From an optimization exercise on the open Yosys and OpenROAD flow, aimed at small area, a short achievable clock period and few clock cycles; shortcuts taken in it are not production practice. Where RTL was checked, it was by simulation tests only, not by an equivalence proof against the original. Power is estimated from default activity; no workload was simulated.

## ml_ops_top
module ml_ops_top (
  input  logic              clk_i,
  input  logic              rst_i,
  input  logic              ml_ops_enable_i,
  input  logic              loading_data_i,
  input  logic              relu_en_i,
  input  logic              dotp_en_i,
  input  logic              ex_ready_i,
  input  ml_ops_pkg::addr_t operand_a_addr_i,
  input  ml_ops_pkg::len_t  operand_b_size_i,
  input  ml_ops_pkg::word_t mem_rd_data_i,
  output ml_ops_pkg::word_t reg_wr_data_o,
  output ml_ops_pkg::word_t mem_wr_data_o,
  output ml_ops_pkg::addr_t mem_addr_o,
  output logic              mem_rd_en_o,
  output logic              mem_wr_en_o,
  output logic              reg_wr_en_o,
  output logic              ml_op_done_o,
  output logic              ml_ready_o
);
clock: 9.0 ns
lec_check: 0
cap_margin: 20
core_margin: 2
core_utilization: 60
cts_cluster_diameter: 120
cts_cluster_size: 24
slew_margin: 20
standard.sh (not shown) runs the stock make flow with config.mk's settings and CLKGATE_MAP_FILE= SYNTH_SCRIPT=/design/flow/synth_recipe.tcl, a recipe that flattens the netlist after the stock synthesis.
==> flow/flow/run.sh <==
#!/bin/bash
# The standard layout, with stronger port buffers and setup repair aimed
# below the clock period (same clock, same constraints).
export BUFFER_PORTS_ARGS="-buffer_cell sky130_fd_sc_hd__buf_4"
export SETUP_SLACK_MARGIN=6.0
export ABC_CLOCK_PERIOD_IN_PS=3000
bash standard.sh > standard_run.log 2>&1
==> next run, changes <==
--- a/flow/design.v
+++ b/flow/design.v
@@ -718,39 +718,39 @@
   localparam logic [3:0] RW2  = 4'd6;
   localparam logic [3:0] DA   = 4'd7;
   localparam logic [3:0] DB   = 4'd8;
   localparam logic [3:0] T1   = 4'd9;
   localparam logic [3:0] T2   = 4'd10;
   localparam logic [3:0] T3   = 4'd11;
   localparam logic [3:0] T4   = 4'd12;
   localparam logic [3:0] T5   = 4'd13;
   localparam logic [3:0] FIN  = 4'd14;
+  localparam logic [3:0] T6   = 4'd15;
   logic [3:0]  st_q, st_d;
   logic        rd_d, wr_d, done_d, regwr_d, ready_d;
   logic        relu_q;
   logic        same;
   logic        sq_q;
   logic        last_q;
   logic [15:0] rem_q;
   logic        rem_dec;
   logic        rem_one;
   logic        inc;
   logic [31:0] cur_q, oth_q, cur_nx;
   logic [31:0] a_q;
   logic [31:0] x_q;
   logic [7:0]  one_q, two_q, neg_q;
   logic [31:0] p_q, q_q, r_q, p_nx, q_nx, r_nx;
   logic [31:0] s_q, sa, c1s, c1c, c2s, c2c;
-  logic [2:0]  cy_q, cya;
-  logic        ripple;
-  logic [8:0]  b0_sum;
-  logic [9:0]  b1_sum, b2_sum;
-  logic [8:0]  b3_sum;
+  logic        cy0_q, cy1_q, cy0a, cy1a;
+  logic [11:0] lo_sum;
+  logic [12:0] mid_sum;
+  logic [10:0] hi_sum;
   logic        v1_q, v2_q;
   logic        inc_q, clr_q;
   assign rem_one = (rem_q == 16'd1);
   assign same    = (operand_a_addr_i == oth_q);
   always_comb begin
     st_d    = st_q;
     rd_d    = 1'b0;
     wr_d    = 1'b0;
     done_d  = 1'b0;
@@ -810,24 +810,23 @@
         end else begin
           st_d = DA;
           rd_d = 1'b1;
         end
       end
       T1: st_d = T2;
       T2: st_d = T3;
       T3: st_d = sq_q ? T5 : T4;
       T4: st_d = T5;
-      T5: begin
-        if (!ripple) begin
-          st_d    = FIN;
-          regwr_d = 1'b1;
-          done_d  = 1'b1;
-        end
+      T5: st_d = T6;
+      T6: begin
+        st_d    = FIN;
+        regwr_d = 1'b1;
+        done_d  = 1'b1;
       end
       default: st_d = FIN;
     endcase
     if (ml_op_done_o) begin
       st_d    = ex_ready_i ? IDLE : FIN;
       rd_d    = 1'b0;
       wr_d    = 1'b0;
       regwr_d = 1'b0;
       done_d  = !ex_ready_i;
@@ -915,32 +914,32 @@
     end else begin
       x_q <= {x_q[15:0], 16'd0};
     end
     one_q <= one_d;
     two_q <= two_d;
     neg_q <= neg_d;
     p_q   <= p_nx;
     q_q   <= q_nx;
     r_q   <= r_nx;
-    s_q   <= {b3_sum[8:1], b2_sum[8:1], b1_sum[8:1], b0_sum[7:0]};
-    cy_q  <= {b2_sum[9], b1_sum[9], b0_sum[8]};
+    s_q   <= {hi_sum[10:1], mid_sum[11:1], lo_sum[10:0]};
+    cy0_q <= lo_sum[11];
+    cy1_q <= mid_sum[12];
   end
   assign sa     = s_q & {32{!clr_q}};
-  assign cya    = cy_q & {3{!clr_q}};
-  assign ripple = (cy_q[0] && (&s_q[15:8])) || (cy_q[1] && (&s_q[23:16]));
+  assign cy0a   = cy0_q && !clr_q;
+  assign cy1a   = cy1_q && !clr_q;
   assign c1s    = p_q ^ q_q ^ r_q;
   assign c1c    = {(p_q[30:0] & q_q[30:0]) | (p_q[30:0] & r_q[30:0]) | (q_q[30:0] & r_q[30:0]), 1'b0};
   assign c2s    = sa ^ c1s ^ c1c;
   assign c2c    = {(sa[30:0] & c1s[30:0]) | (sa[30:0] & c1c[30:0]) | (c1s[30:0] & c1c[30:0]), 1'b0};
-  assign b0_sum = {1'b0, c2s[7:0]} + {1'b0, c2c[7:0]};
-  assign b1_sum = {1'b0, c2s[15:8], cya[0]} + {1'b0, c2c[15:8], cya[0]};
-  assign b2_sum = {1'b0, c2s[23:16], cya[1]} + {1'b0, c2c[23:16], cya[1]};
-  assign b3_sum = {c2s[31:24], cya[2]} + {c2c[31:24], cya[2]};
+  assign lo_sum  = {1'b0, c2s[10:0]} + {1'b0, c2c[10:0]};
+  assign mid_sum = {1'b0, c2s[21:11], cy0a} + {1'b0, c2c[21:11], cy0a};
+  assign hi_sum  = {c2s[31:22], cy1a} + {c2c[31:22], cy1a};
   ml_datapath mac_i (
     .x_i   (x_q),
     .one_i (one_q),
     .two_i (two_q),
     .neg_i (neg_q),
     .so    (p_nx),
     .co    (q_nx),
     .to    (r_nx)
   );
Result: Global-route usage climbs by 0.45 points; total power hardly moves; sequential share of layout area barely changes; clock power grows by about 2.8%; core utilization barely changes; worst setup slack is worse by 0.077 ns; fmax is lower by 2.5%; critical path depth grows by 5; final cell count stays flat; clock skew climbs by 0.0042 ns; sequential power barely changes; final area barely changes; area after synthesis stays flat.
Testbench counts after the change, summed over its fixed seeds: cycles 43,054.
Only the layout flow was run in the first run of this note; the RTL was not checked for function there.

## re-timing with driven ports
The results above use ideal ports. As a check the final layouts listed here were re-extracted and re-timed, cells and wires unchanged.
Step 1: set_driving_cell puts a clkbuf_16 on clk_i and a buf_2 on each other input, an assumption about the parent block.
Step 2 adds t to the input delays and takes it off the output delays; t is the mean of the earliest and latest rising clock arrival at the registers after step 1. Input paths then give back, and output paths get back, about the clock's delay inside the block.
Three values: ideal, step 1, step 2; two values: the first two.
run | shift t [ns] | setup slack, ns | worst register clock-pin slew, ns
the first run | 0.556 | 6.043 / 6.000 / 5.518 | 0.10 / 0.10
the second run | 0.561 | 5.965 / 5.965 / 5.792 | 0.10 / 0.10
After both steps setup and hold are still met in every run listed. The setup slack of the first run, which loses most, moves by -0.043 ns with the drivers and by -0.525 ns with both steps.
